Background: an optimization exercise with open tools, aiming at small area. Do not read the settings as production practice. At most, simulation tests tie the RTL to the original design; equivalence was not proved. The flow treats the clock pin as an ideal source, which a real chip does not have. No activity file was given, so power comes from the tool's default toggle rates.

==> inputs of 11-17 <==
// measure_unit
module measure_unit (
	input  logic                    wb_clk_i,
	input  logic                    rst_n_i,
	input  logic                    cmp_out_i,
	input  logic                    bus_cyc,
	input  logic                    bus_stb,
	input  logic                    bus_we,
	input  calsoc_pkg::wb_addr_t    bus_adr,
	input  calsoc_pkg::wb_data_t    bus_dat_w,
	input  calsoc_pkg::wb_sel_t     bus_sel,
	output calsoc_pkg::wb_data_t    bus_dat_r,
	output logic                    bus_ack,
	output logic                    dac_sync_o,
	output logic                    dac_sclk_o,
	output logic                    dac_sdi_o,
	output calsoc_pkg::delay_code_t delay_code_o,
	output logic                    delay_stb_o
);
	calsoc_pkg::dac_word_t   thr_start_q, thr_delta_q, thr_q, result_q;
	logic [15:0]             limit_q, step_q;
	calsoc_pkg::delay_code_t delay_code_q;
	logic                    start_vld_q, delta_vld_q, limit_vld_q, result_vld_q;
	logic                    found_q, done_q, ack_q;
	logic                    shift_q, post_q, strobed_q;
	logic [3:0]              cnt_q;
	logic [4:0]              hp_q;
	logic [2:0]              stat_q;
	logic                    sel_start_q, sel_delta_q, sel_limit_q, sel_code_q, sel_result_q;
	logic                    access, bus_wr, start_req, busy, last_step, next_step, limit_zero;
	logic                    wr_start, wr_delta, wr_limit;
	calsoc_pkg::mu_offset_t  offset;
	assign offset    = bus_adr[7:0];
	assign access    = bus_cyc && bus_stb && !ack_q;
	assign bus_wr    = access && bus_we;
	assign start_req = bus_wr && (offset == calsoc_pkg::MU_CTRL) && bus_dat_w[0];
  ...
export LEC_CHECK = 0
export CAP_MARGIN = 20
export CORE_MARGIN = 2
export CORE_UTILIZATION = 80
export PLACE_DENSITY = 0.88
export SLEW_MARGIN = 20
create_clock -name core_clock -period 10.0 [get_ports {wb_clk_i}]
standard.sh (not shown) runs the stock make flow with config.mk's settings and CLKGATE_MAP_FILE= SYNTH_SCRIPT=/design/flow/synth_recipe.tcl, a recipe that flattens the netlist after the stock synthesis.
==> flow/flow/run.sh <==
#!/bin/bash
# Standard ORFS flow (the standard.sh, unchanged synthesis) with smaller
# port buffers, one shared tie cell per constant and a lighter clock tree:
# clkbuf_4 leaves, the ones whose flip-flops would see a slow clock edge
# upsized to clkbuf_8 afterwards (flow/post_cts.tcl).
set -euo pipefail
HERE=$(pwd)
bash standard.sh \
  BUFFER_PORTS_ARGS="-buffer_cell sky130_fd_sc_hd__buf_1" \
  SKIP_REPAIR_TIE_FANOUT=1 \
  CTS_ARGS="-sink_clustering_enable -buf_list sky130_fd_sc_hd__clkbuf_4 -root_buf sky130_fd_sc_hd__clkbuf_4 -dont_use_dummy_load -repair_clock_nets" \
  POST_CTS_TCL="$HERE/flow/post_cts.tcl" \
  POST_FLOORPLAN_TCL="$HERE/flow/post_floorplan.tcl" \
  finish > standard.log 2>&1
==> flow/flow/post_cts.tcl <==
# After CTS (built with small clkbuf_4 leaves): upsize each clock buffer whose
# worst sink slew, estimated from placement, is above 95 ps, then re-legalize.
estimate_parasitics -placement
set big [[ord::get_db] findMaster sky130_fd_sc_hd__clkbuf_8]
set n_up 0
foreach inst [[ord::get_db_block] getInsts] {
  if {[[$inst getMaster] getName] ne "sky130_fd_sc_hd__clkbuf_4"} continue
  set net [[$inst findITerm X] getNet]
  if {$net eq "NULL"} continue
  set w 0
  foreach it [$net getITerms] {
    if {![$it isInputSignal]} continue
    set pin [get_pins "[[$it getInst] getName]/[[$it getMTerm] getName]"]
    set s [get_property $pin slew_max]
    if {$s > $w} { set w $s }
  }
  if {$w > 0.095} {
    $inst swapMaster $big
    incr n_up
  }
}
puts "post_cts: upsized $n_up clock buffers to clkbuf_8"
detailed_placement
estimate_parasitics -placement
==> flow/flow/post_floorplan.tcl <==
# After floorplan: swap each logic cell for the smallest-area cell of the same
# family (same function, e.g. mux4_1 -> mux4_2, nand2_4 -> nand2_1). Any slew or
# timing need this creates is fixed by the repairs later in the flow.
set db [ord::get_db]
set masters {}
foreach lib [$db getLibs] { foreach m [$lib getMasters] { lappend masters $m } }
proc fam {name} { if {[regexp {^(sky130_fd_sc_hd__.+)_(\d+)$} $name -> b d]} { return $b } ; return "" }
array set best {}
foreach m $masters {
  set n [$m getName]
  set f [fam $n]
  if {$f eq ""} continue
  if {[lsearch -exact $::env(DONT_USE_CELLS) $n] >= 0} continue
  set a [expr {[$m getWidth] * [$m getHeight]}]
  if {![info exists best($f)] || $a < [lindex $best($f) 1]} { set best($f) [list $m $a] }
}
set n_sw 0
set saved 0
foreach inst [[ord::get_db_block] getInsts] {
  set m [$inst getMaster]
  set n [$m getName]
  if {[regexp {__(df|edf|sdf|dl|clk|buf|conb|tap|fill|decap)} $n]} continue
  set f [fam $n]
  if {$f eq "" || ![info exists best($f)]} continue
  set bm [lindex $best($f) 0]
  set a [expr {[$m getWidth] * [$m getHeight]}]
  if {[lindex $best($f) 1] < $a} {
    $inst swapMaster $bm
    incr n_sw
    set saved [expr {$saved + $a - [lindex $best($f) 1]}]
  }
}
puts "post_floorplan: swapped $n_sw cells, [expr {$saved / 1e6}] um2 less"
==> inputs of 12-18, as changes to 11-17 <==
--- a/flow/design.v
+++ b/flow/design.v
@@ -151,38 +151,23 @@
 				found_q <= 1'b0;
 				done_q  <= limit_zero;
 				post_q  <= !limit_zero;
 			end
 		end
 	end
-	calsoc_pkg::dac_word_t add_a, add_b, thr_sum;
-	logic [16:0]           add_c;
-	assign add_a    = busy ? thr_q : 16'd0;
-	assign add_b    = busy ? ((next_step && delta_vld_q) ? thr_delta_q : 16'd0)
-	                       : (start_vld_q ? thr_start_q : 16'd0);
-	assign add_c[0] = 1'b0;
-	for (genvar i = 0; i < 16; i++) begin : g_add
-		assign thr_sum[i]  = add_a[i] ^ add_b[i] ^ add_c[i];
-		assign add_c[i+1]  = (add_a[i] & add_b[i]) | (add_c[i] & (add_a[i] ^ add_b[i]));
-	end
-	logic [15:0] step_inc;
-	logic [16:0] inc_c;
-	assign inc_c[0] = next_step;
-	for (genvar i = 0; i < 16; i++) begin : g_inc
-		assign step_inc[i] = step_q[i] ^ inc_c[i];
-		assign inc_c[i+1]  = step_q[i] & inc_c[i];
-	end
 	always_ff @(posedge wb_clk_i) begin
 		if (strobed_q)
 			result_q <= thr_q;
 		if (!busy || cnt_q == 4'd10 || (shift_q && cnt_q == 4'd9))
 			cnt_q <= busy ? 4'd0 : 4'd10;
 		else
 			cnt_q <= cnt_q + 4'd1;
-		thr_q  <= thr_sum;
-		step_q <= busy ? step_inc : 16'd1;
+		thr_q  <= (busy ? thr_q : 16'd0) +
+			(busy ? ((next_step && delta_vld_q) ? thr_delta_q : 16'd0)
+			      : (start_vld_q ? thr_start_q : 16'd0));
+		step_q <= busy ? step_q + {15'd0, next_step} : 16'd1;
 	end
 	assign dac_sync_o   = !shift_q;
 	assign dac_sclk_o   = hp_q[0];
 	assign delay_stb_o  = post_q && (cnt_q >= 4'd4) && (cnt_q <= 4'd8);
 	assign delay_code_o = delay_code_q;
 	dac_spi u_dac_spi (
==> flow/flow/run.sh (replaced) <==
#!/bin/bash
# Standard ORFS flow (the standard.sh, unchanged synthesis) with smaller
# port buffers, one shared tie cell per constant and a lighter clock tree.
set -euo pipefail
bash standard.sh \
  BUFFER_PORTS_ARGS="-buffer_cell sky130_fd_sc_hd__buf_1" \
  SKIP_REPAIR_TIE_FANOUT=1 \
  CTS_ARGS="-sink_clustering_enable -sink_clustering_size 40 -sink_clustering_max_diameter 100 -buf_list sky130_fd_sc_hd__clkbuf_4 -root_buf sky130_fd_sc_hd__clkbuf_8 -dont_use_dummy_load -repair_clock_nets" \
  finish > standard.log 2>&1
==> flow/config.mk (replaced) <==
export PLATFORM = sky130hd
export DESIGN_NAME = measure_unit
export DESIGN_NICKNAME = measure_unit
export VERILOG_FILES = /design/flow/design.v
export SDC_FILE = /design/flow/constraint.sdc
export NUM_CORES = 4
export LEC_CHECK = 0
export CAP_MARGIN = 20
export CORE_MARGIN = 2
export CORE_UTILIZATION = 40
export SLEW_MARGIN = 20
removed: flow/flow/post_cts.tcl
removed: flow/flow/post_floorplan.tcl
==> inputs of 11-20, as changes to 11-17 <==
==> flow/flow/run.sh (replaced) <==
#!/bin/bash
# Standard ORFS flow (the standard.sh, unchanged synthesis) with smaller
# port buffers, one shared tie cell per constant and a lighter clock tree.
set -euo pipefail
bash standard.sh \
  BUFFER_PORTS_ARGS="-buffer_cell sky130_fd_sc_hd__buf_1" \
  SKIP_REPAIR_TIE_FANOUT=1 \
  CTS_ARGS="-sink_clustering_enable -sink_clustering_size 40 -sink_clustering_max_diameter 100 -buf_list sky130_fd_sc_hd__clkbuf_8 -root_buf sky130_fd_sc_hd__clkbuf_16 -dont_use_dummy_load -repair_clock_nets" \
  finish > standard.log 2>&1
==> flow/config.mk (replaced) <==
export PLATFORM = sky130hd
export DESIGN_NAME = measure_unit
export DESIGN_NICKNAME = measure_unit
export VERILOG_FILES = /design/flow/design.v
export SDC_FILE = /design/flow/constraint.sdc
export NUM_CORES = 4
export LEC_CHECK = 0
export CAP_MARGIN = 20
export CORE_MARGIN = 2
export CORE_UTILIZATION = 40
export SLEW_MARGIN = 20
removed: flow/flow/post_cts.tcl
removed: flow/flow/post_floorplan.tcl
==> notes.md <==
|  | 11-20 | 11-17 | 12-18 |
|---|---|---|---|
| Run status | complete, no violations | complete, no violations | complete, no violations |
| Time the final worst path needs with I/O delays and setup | 7557 ps | 7593 ps | 4259 ps |
| Endpoint of the worst-slack reg-to-reg timing path | thr_q[15]$_DFF_P_ | thr_q[15]$_DFF_P_ | thr_q[14]$_DFF_P_ |
| Arithmetic-cell share of the synthesized area counting full adders, half adders and majority gates | 0.09520 | 0.09520 | 0.04887 |
| Total number of cells along the worst setup path | 22 | 22 | 3 |
| Cell Area, Placed | 0.006108 mm2 | 0.005978 mm2 | 0.006610 mm2 |
| Required time at the worst-slack endpoint | 10260 ps | 10310 ps | 8000 ps |
| Part of the total power dissipated in sequential elements | 0.581 | 0.618 | 0.607 |
| Multi-input logic cell count | 264 | 264 | 367 |
| Met3 track demand over resource in global routing | 0.03952 | 0.09880 | 0.05739 |
| Worst path setup slack after routing | 2443 ps | 2407 ps | 5741 ps |
| Cell occurring most often along the worst timing path | sky130_fd_sc_hd__fa_1 | sky130_fd_sc_hd__fa_1 | sky130_fd_sc_hd__mux4_2 |
| Internal power component | 855.5 uW | 799.3 uW | 781.7 uW |
| Die area | 0.01557 mm2 | 0.007993 mm2 | 0.01677 mm2 |
| Clock skew | 18.78 ps | 29.11 ps | 36.22 ps |
| Final worst-path cycle share | 0.7557 | 0.7593 | 0.4259 |
| Clk latency of the worst-skew pair | 370 ps | 420 ps | 430 ps |
| Global router's overall resource usage | 0.1759 | 0.3337 | 0.1932 |
| DRT met1 WL | 5.623 mm | 4.542 mm | 6.961 mm |
| Number of instances on the worst hold path | 1 | 1 | 0 |
Only the layout flow was run in 12-18; the RTL was not checked for function there.

re-timing with driven ports:
No port has a modelled driver above. Below, the same layouts with a new extraction and two added sets of constraints. Step 1 assumes that a clkbuf_16 drives the clock port and a buf_2 every other input. Step 2 also shifts input and output timing later by t, the mid clock arrival at the registers, as if the neighbouring blocks saw the same clock. Slacks: ideal / step 1 / step 2; pairs: ideal / step 1.
| run | shift t [ns] | setup slack, ns | clock arrival spread, ns | pins driven straight from the clock port |
|---|---|---|---|---|
| 11-17 | 0.440 | 2.407 / 2.407 / 2.407 | 0.031 / 0.031 | 1 |
| 12-18 | 0.444 | 5.741 / 5.706 / 5.707 | 0.036 / 0.036 | 1 |
| 11-20 | 0.403 | 2.443 / 2.443 / 2.443 | 0.019 / 0.019 | 1 |
After both steps setup and hold are still met in every run listed. For 12-18, which loses most, drivers alone change the setup slack by -0.035 ns; drivers and shift together by -0.034 ns.
